This is an optimization exercise on Yosys and OpenROAD, whose aim is small area, a short achievable clock period and few clock cycles, not a production implementation.
Function not checked in this run: the RTL went through the layout flow alone.
Power and IR drop assume default switching activity.

[design/flow/flow/run.sh]
#!/bin/bash
# Standard synthesis, then the standard layout with plain buffers on the ports.
set -euo pipefail
bash standard.sh synth > synth.log 2>&1
export BUFFER_PORTS_ARGS="-buffer_cell sky130_fd_sc_hd__buf_1"
bash standard.sh finish > layout.log 2>&1
[design/flow/constraint.sdc]
create_clock -name core_clock -period 8.0 [get_ports {clk}]
set_input_delay 1.6000 -clock core_clock [delete_from_list [all_inputs] [get_ports {clk}]]
set_output_delay 1.6000 -clock core_clock [all_outputs]
set_load 0.01 [all_outputs]
[design/flow/standard.sh]
#!/bin/bash
# synth_recipe.tcl (not shown) runs the flow's synth.tcl, then flattens the netlist and writes it again
# the make line also repeats each setting of config.mk as NAME=value (left out here)
make -C /OpenROAD-flow-scripts/flow DESIGN_CONFIG=/design/flow/config.mk WORK_HOME=/design/flow/orfs CLKGATE_MAP_FILE= SYNTH_SCRIPT=/design/flow/synth_recipe.tcl "${@:-finish}"
[design/flow/design.v]
package routing_pkg;
    localparam int WORD_W     = 32;
    localparam int WORD_BYTES = WORD_W / 8;
    localparam int HEADER_WORDS = 4;
    localparam int ENTRY_WORDS  = 6;
    localparam int HEADER_BYTES = HEADER_WORDS * WORD_BYTES;
    localparam int ENTRY_BYTES  = ENTRY_WORDS * WORD_BYTES;
    localparam logic [WORD_W-1:0] HOST_MAGIC   = 32'h484F5354;
    localparam logic [WORD_W-1:0] SWITCH_MAGIC = 32'h53574348;
    localparam int HOST_ENTRY_W = 144;
    localparam int PATH_ENTRY_W = 145;
endpackage
`timescale 1ns/100ps
import routing_pkg::*;
module routing_table_reader
#(
    parameter int ADDR_W      = 16,
    parameter int HOST_IDX_W  = 6,
    parameter int SWITCH_ID_W = 4
) (
    input  logic                    clk,
    input  logic                    rst_n,
    output logic [ADDR_W-1:0]       mem_addr,
    input  logic [WORD_W-1:0]       mem_data,
    input  logic                    load_req,
    output logic                    load_ack,
    output logic                    tables_valid,
    output logic                    parse_error,
    input  logic                    host_req,
    input  logic [HOST_IDX_W-1:0]   host_index,
    output logic                    host_ack,
    output logic                    host_found,
    output logic [HOST_ENTRY_W-1:0] host_entry,
    input  logic                    path_req,
    input  logic [SWITCH_ID_W-1:0]  src_switch,
    input  logic [SWITCH_ID_W-1:0]  dst_switch,
    output logic                    path_ack,
    output logic [PATH_ENTRY_W-1:0] path_entry
);
    localparam int HW = ADDR_W - 3;
    localparam logic [3:0] S_IDLE = 4'd0,
                           S_PA   = 4'd1,
                           S_RD   = 4'd2,
                           S_ACK  = 4'd3,
                           S_L1   = 4'd4,
                           S_L2   = 4'd5,
                           S_L3   = 4'd6,
                           S_L4   = 4'd7,
                           S_L5   = 4'd8,
                           S_L6   = 4'd9,
                           S_L7   = 4'd10;
    logic [3:0]    state;
    logic          sel_host;
    logic [2:0]    ph;
    logic [HW-1:0] ahi;
    logic          a0;
    logic [3:0]    s_q;         
    logic          hc_big;      
    logic [5:0]    hc_lo;       
    logic [HW-1:0] pbase;       
    logic [HW-1:0] kmul;        
    logic          slot0;
    logic [31:0]   slot1, slot2, slot3, slot4;
    logic          found;
    logic [7:0]    host_base;
    logic [HW-1:0] row_off;
    logic [HW-1:0] mac;
    assign found     = hc_big || (host_index < hc_lo);
    assign host_base = 8'd2 + 8'(host_index) * 8'd3;
    function automatic logic [HW-1:0] add_pp(input logic [HW-1:0] x,
                                             input logic [HW-1:0] y,
                                             input logic          cin);
        logic [HW-1:0] g, p, gg, pp;
        g  = x & y;
        p  = x ^ y;
        gg = g;
        gg[0] = g[0] | (p[0] & cin);
        pp = p;
        for (int d = 1; d < HW; d = d * 2) begin
            for (int i = HW - 1; i >= d; i--) begin
                gg[i] = gg[i] | (pp[i] & gg[i-d]);
                pp[i] = pp[i] & pp[i-d];
            end
        end
        add_pp = p ^ {gg[HW-2:0], cin};
    endfunction
    logic [HW-1:0] m_pp0, m_pp1, m_pp2, m_pp3;
    logic [HW-1:0] m_s1, m_c1, m_s2, m_c2, m_s3, m_c3;
    logic [HW-1:0] r_a, r_b, r_s, r_c;
    assign r_a    = pbase;
    assign r_b    = HW'(dst_switch);
    assign r_s    = r_a ^ r_b ^ (r_b << 1);
    assign r_c    = ((r_a & r_b) | (r_a & (r_b << 1)) | (r_b & (r_b << 1))) << 1;
    assign row_off = add_pp(r_s, r_c, 1'b0);
    assign m_pp0 = s_q[0] ? kmul : '0;
    assign m_pp1 = s_q[1] ? (kmul << 1) : '0;
    assign m_pp2 = s_q[2] ? (kmul << 2) : '0;
    assign m_pp3 = s_q[3] ? (kmul << 3) : '0;
    assign m_s1  = ahi ^ m_pp0 ^ m_pp1;
    assign m_c1  = ((ahi & m_pp0) | (ahi & m_pp1) | (m_pp0 & m_pp1)) << 1;
    assign m_s2  = m_s1 ^ m_c1 ^ m_pp2;
    assign m_c2  = ((m_s1 & m_c1) | (m_s1 & m_pp2) | (m_c1 & m_pp2)) << 1;
    assign m_s3  = m_s2 ^ m_c2 ^ m_pp3;
    assign m_c3  = ((m_s2 & m_c2) | (m_s2 & m_pp3) | (m_c2 & m_pp3)) << 1;
    assign mac   = add_pp(m_s3, m_c3, 1'b1);
    assign mem_addr = {ahi, a0, 2'b00};
    always_ff @(posedge clk) begin
        case (state)
            S_IDLE:       s_q <= src_switch;
            S_L2, S_L6:   s_q <= 4'd3;
            default:      s_q <= 4'd0;
        endcase
    end
    always_ff @(posedge clk or negedge rst_n) begin
        if (!rst_n) begin
            state        <= S_IDLE;
            ahi          <= '0;
            a0           <= 1'b0;
            load_ack     <= 1'b0;
            tables_valid <= 1'b0;
            parse_error  <= 1'b0;
            host_ack     <= 1'b0;
            path_ack     <= 1'b0;
        end else begin
            case (state)
                S_IDLE: begin
                    if (load_req) begin
                        a0    <= 1'b1;
                        state <= S_L1;
                    end else if (host_req) begin
                        sel_host   <= 1'b1;
                        host_found <= found;
                        if (found) begin
                            ahi   <= HW'(host_base);
                            ph    <= 3'd1;
                            state <= S_RD;
                        end else begin
                            host_ack <= 1'b1;
                            state    <= S_ACK;
                        end
                    end else if (path_req) begin
                        sel_host <= 1'b0;
                        ahi      <= row_off;
                        state    <= S_PA;
                    end
                end
                S_PA: begin
                    ahi   <= mac;
                    ph    <= 3'd0;
                    state <= S_RD;
                end
                S_RD: begin
                    if (ph == 3'd5) begin
                        host_ack <= sel_host;
                        path_ack <= !sel_host;
                        state    <= S_ACK;
                    end else begin
                        ph       <= ph + 1'b1;
                        a0       <= !a0;
                        if (a0) ahi <= mac;
                    end
                end
                S_ACK: begin
                    if (!(load_ack && load_req) && !(host_ack && host_req)
                        && !(path_ack && path_req)) begin
                        load_ack <= 1'b0;
                        host_ack <= 1'b0;
                        path_ack <= 1'b0;
                        ahi      <= '0;
                        a0       <= 1'b0;
                        state    <= S_IDLE;
                    end
                end
                S_L1: begin
                    if (mem_data != HOST_MAGIC) begin
                        tables_valid <= 1'b0;
                        parse_error  <= 1'b1;
                        load_ack     <= 1'b1;
                        state        <= S_ACK;
                    end else begin
                        state <= S_L2;
                    end
                end
                S_L2: begin
                    ahi   <= HW'(1);
                    state <= S_L3;
                end
                S_L3: begin
                    ahi   <= mac;
                    a0    <= 1'b0;
                    state <= S_L4;
                end
                S_L4: begin
                    ahi   <= mac;
                    state <= S_L5;
                end
                S_L5: begin
                    tables_valid <= (mem_data == SWITCH_MAGIC);
                    parse_error  <= (mem_data != SWITCH_MAGIC);
                    load_ack     <= 1'b1;
                    state        <= S_L6;
                end
                S_L6: begin
                    if (!load_req) load_ack <= 1'b0;
                    ahi   <= HW'(2);
                    state <= S_L7;
                end
                S_L7: begin
                    if (!load_req) load_ack <= 1'b0;
                    ahi   <= '0;
                    state <= (load_ack && load_req) ? S_ACK : S_IDLE;
                end
                default: state <= S_IDLE;
            endcase
        end
    end
    always_ff @(posedge clk) begin
        if (state == S_L2) begin
            hc_big <= |mem_data[31:6];
            hc_lo  <= mem_data[5:0];
        end
        if (state == S_L5) begin
            pbase <= ahi;
        end
        if (state == S_L2 || state == S_L6) begin
            kmul <= mem_data[HW-1:0];
        end else if (state == S_L7) begin
            kmul <= mac;
        end
        if (state == S_RD) begin
            if (ph == 3'd1) slot0 <= mem_data[0];
            if (ph == 3'd2) slot1 <= mem_data;
            if (ph == 3'd3) slot2 <= mem_data;
            if (ph == 3'd4) slot3 <= mem_data;
            if (ph == 3'd5) slot4 <= mem_data;
        end
    end
    assign host_entry = {slot1, slot2, slot3[15:0], slot3[31:16],
                         slot4[7:0], slot4[15:8], slot4[23:16], slot4[31:24],
                         mem_data[7:0], mem_data[15:8]};
    assign path_entry = {slot0, slot1[15:0], slot1[31:16], slot2, slot3[15:0], slot3[31:16],
                         slot4[7:0], slot4[15:8], slot4[23:16], slot4[31:24],
                         mem_data[7:0], mem_data[15:8]};
endmodule
[design/flow/config.mk]
export PLATFORM = sky130hd
export DESIGN_NAME = routing_table_reader
export DESIGN_NICKNAME = routing_table_reader
export VERILOG_FILES = /design/flow/design.v
export SDC_FILE = /design/flow/constraint.sdc
export NUM_CORES = 4
export LEC_CHECK = 0
export CAP_MARGIN = 20
export CORE_MARGIN = 2
export CORE_UTILIZATION = 30
export SETUP_SLACK_MARGIN = 4.5
export SLEW_MARGIN = 20
==> flow_summary_export.csv <==
group,metric,value,unit
routing,wl,30300,µm
logic_synthesis,ys_types,64,
run,maxCapViolCount,0,
sta,rsz0062_at_grt,"true",
final_layout,fillers,3437,
logic_synthesis,ys_ff_latch,194,
placement,place.port_buffers,359,
routing,routedWlPerCell,19.4,µm
logic_synthesis,async_flop_share,11.9,%
placement,place_ws,3610,ps
die,ios,362,
sta,finalHoldViolations,0,
power,power.leakage,0.00465,µW
placement,place_congestion,0.901,
final_layout,drive_gt1_share,16.0,%
global_route,overflow,0,
clocking,cts.clk_slew.worst_paths,70,ps
worst_setup_path,crit_chain,"and2_4 -> fa_1 -> fa_1 -> fa_1 -> ha_4 -> and2_1 -> a21o_1 -> a311o_1 -> a31oi_1 -> xnor2_1 -> mux2_4",
logic_synthesis,synth_area,10600,µm²
worst_setup_path,crit_top_cell,"fa_1",
sta,slew_headroom,32.5,%
run_status,status,"finished clean",
worst_setup_path,worstPathRequired,8200,ps
worst_setup_path,cp_max_fo,4,
clocking,cts_hold_buf,0,
clocking,clock_latency,450,ps
sta,fmax,0.258,GHz
sta,min_period,3880,ps
clocking,cts_sinks,194,
final_layout,final_common_cell,"buf_1",
min_path,hp-class,"flip-flop to flip-flop",
die,dieHeight,192,µm
sta,fin_tns_setup,0,ps
clocking,htree_levels,4,
logic_synthesis,synth_top_area_cell,"edfxtp_1",
logic_synthesis,seq_area_frac_synth,53.4,%
global_route,grt_start_max_net_pins,33,
final_layout,area_growth,18.3,%
routing,dr.pass1.iters,5,
worst_setup_path,cp-end-kind,"flip-flop",
global_route,grt_pass1_wl,42800,µm
clocking,cts_made_buffers,17,
worst_setup_path,critPathSlowestCell,"fa_1",
clocking,clockBufferDepth,2,
sta,finalClockSkew,11.1,ps
power,power_density,331,nW/µm²
worst_setup_path,cp.arrival,4080,ps
die,start_util,30.6,%
logic_synthesis,synthCells,869,
routing,topRoutingLayerUsed,"met4",
routing,detail-route-antenna-nets,0,
global_route,antenna_found_initial,2,
sta,setup_viol,0,
sta,period_share,48.5,%
final_layout,layout_common_cells,"buf_1 (314), edfxtp_1 (167), nand2_1 (58), inv_1 (43), nor2_1 (37)",
logic_synthesis,ys.flop_type,"edfxtp_1",
worst_setup_path,cpPeakStageDelay,540,ps
routing,routed_via_density,4.75,
routing,met2_wirelength,14500,µm
die,rows,68,
final_layout,multiInputGateArea,3760,µm²
final_layout,fin_nets,1218,
sta,worst_slack,4120,ps
clocking,cts-root-buf,"clkbuf_16",
logic_synthesis,synth_edf_count,167,
die,coreArea,34700,µm²
routing,drt-initial-drc-count,539,
placement,place_hpwl,21900,µm
sta,tightest_slew,1010,ps
worst_setup_path,start_kind,"flip-flop",
final_layout,antenna_cells,0,
final_layout,final_util,36.2,%
die,die-area,36900,µm²
global_route,grt.total_usage,15.9,%
logic_synthesis,synth.top_cell.area_share,47.2,%
sta,final_max_slew_viol_count,0,
global_route,grt_pass1_vias,6985,
power,peakVddDrop,0.202,mV
worst_setup_path,crit_type,"flip-flop to flip-flop",
final_layout,seqCellArea,5680,µm²
logic_synthesis,avgSynthCellArea,12.2,µm²
die,die-width,192,µm
logic_synthesis,yosys_warnings,1,
logic_synthesis,synth_top_cells_by_area,"edfxtp_1 (47%), buf_4 (12%), fa_1 (6.6%)",
routing,wl_met3,1900,µm
clocking,cts_tree,"built",
routing,via_count,7413,
routing,drc_errors,0,
routing,wl_met1,13300,µm
through the flow:
stage	power (µW)	hold WS, ps	area, µm²	cells
finish	4160	477	12600	1560
global route	4430	517	12600	1560
CTS	4100	484	12400	1553
detailed placement	3100	466	11300	1504
global placement	3080	462	11300	1504
floorplan	2690	512	10700	870
logic make-up (layout without fill, tap and decap cells):
kind of cell	count (synthesis)	in the layout	synth area share, %
buffers and inverters	234	469	14.3
AND/OR/NAND/NOR	200	200	9.51
flip-flops	194	194	53.4
AO/OA/AOI/OAI	132	132	8.57
adder cells (fa/ha/maj)	75	75	11.3
XOR/XNOR	26	26	2.14
multiplexers	7	7	0.742
other	1	2	0.0353
cells in the mapped netlist (6+ instances only):
| cell type | instances |
|---|---|
| nand2_1 | 58 |
| dfrtp_1 | 23 |
| xor2_1 | 7 |
| inv_1 | 47 |
| clkbuf_1 | 18 |
| mux2_2 | 7 |
| nor3_1 | 12 |
| a21oi_1 | 33 |
| o211ai_1 | 7 |
| edfxtp_1 | 167 |
| fa_1 | 35 |
| a211oi_1 | 7 |
| nor2_1 | 41 |
| a21o_1 | 12 |
| nor4_1 | 6 |
| ha_1 | 40 |
| and2_1 | 36 |
| nor2b_1 | 7 |
| xnor2_1 | 19 |
| o21a_1 | 6 |
| and3_1 | 9 |
| o21ai_0 | 27 |
| buf_4 | 164 |
sequential cells by signal, summed over array words and instances (netlist names):
name,flops
a0,1
ahi,13
hc_big,1
hc_lo,6
host_ack,1
host_found,1
kmul,13
load_ack,1
parse_error,1
path_ack,1
pbase,13
ph,3
s_q,4
sel_host,1
slot0,1
slot1,32
slot2,32
slot3,32
slot4,32
state,4
tables_valid,1
worst paths after layout:
| check | from | to | slack (ps) | depth (start not counted) |
|---|---|---|---|---|
| worst min register to register | tables_valid | tables_valid | 480 | 1 |
| worst max register to register | kmul[5] | kmul[11] | 4120 | 11 |
| worst max-delay path | kmul[5] | kmul[11] | 4120 | 11 |
| max in group asynchronous | rst_n | path_ack | 6570 | 2 |
| min in group asynchronous | rst_n | ahi[8] | 1140 | 2 |
| worst min-delay path | tables_valid | tables_valid | 480 | 1 |
layout make-up:
type                    count  share of cell area (%)
clock inverters            13                    1.11
inverters                  48                    1.43
clock buffers              19                    3.45
well taps                 455                    4.53
repair buffers            389                    14.4
multi-input cells         442                    29.9
flip-flops and latches    194                    45.2
worst max-delay path: cells and delay by family (launching register included):
family / cells / cell delay (ps)
flip-flops: 1 / 460
adder cells (fa/ha/maj): 4 / 1720
multiplexers: 1 / 260
AND/OR/NAND/NOR: 2 / 370
XOR/XNOR: 1 / 120
AO/OA/AOI/OAI: 3 / 700
per-layer routing:
layer / global-route usage (%) / up-vias
met5: 0 / -
met4: 5.11 / 0
met3: 3.29 / 29
met2: 25.3 / 320
met1: 21.8 / 3722
li1: - / 3342
report_power, final:
part | switching, µW | internal, µW
clock network | 430 | 415
logic | 1040 | 720
registers | 198 | 1350
total | 1670 | 2490
timing repair:
item / in CTS / in global routing
buffers inserted: 17 / 6
endpoints found under the hold margin: 0 / 0
pin swaps: 36 / 15
gates resized for setup: 110 / 36
cloned: 0 / 0
endpoints found under the setup margin: 58 / 37

## static timing again, ports no longer ideal
No port has a modelled driver above. Below, the same layout with a new extraction and two added sets of constraints.
Step 1, drivers: a clkbuf_16 drives clk and a buf_2 each remaining input, both assumed.
Step 2 also shifts input and output timing later by t, the mid clock arrival at the registers, as if the neighbouring blocks saw the same clock.
a / b / c = ideal ports / drivers / drivers and shift; a / b = the first two.
t (ns): 0.499
slack for setup (ns): 4.124 / 4.124 / 3.821
worst hold slack (ns): 0.477 / 0.477 / 0.477
slew at the worst register clock pin (ns): 0.08 / 0.08
pins driven straight from the clock port: 1
After both steps this run still meets setup and hold. For this run, drivers alone change the setup slack by 0.000 ns; drivers and shift together by -0.303 ns.
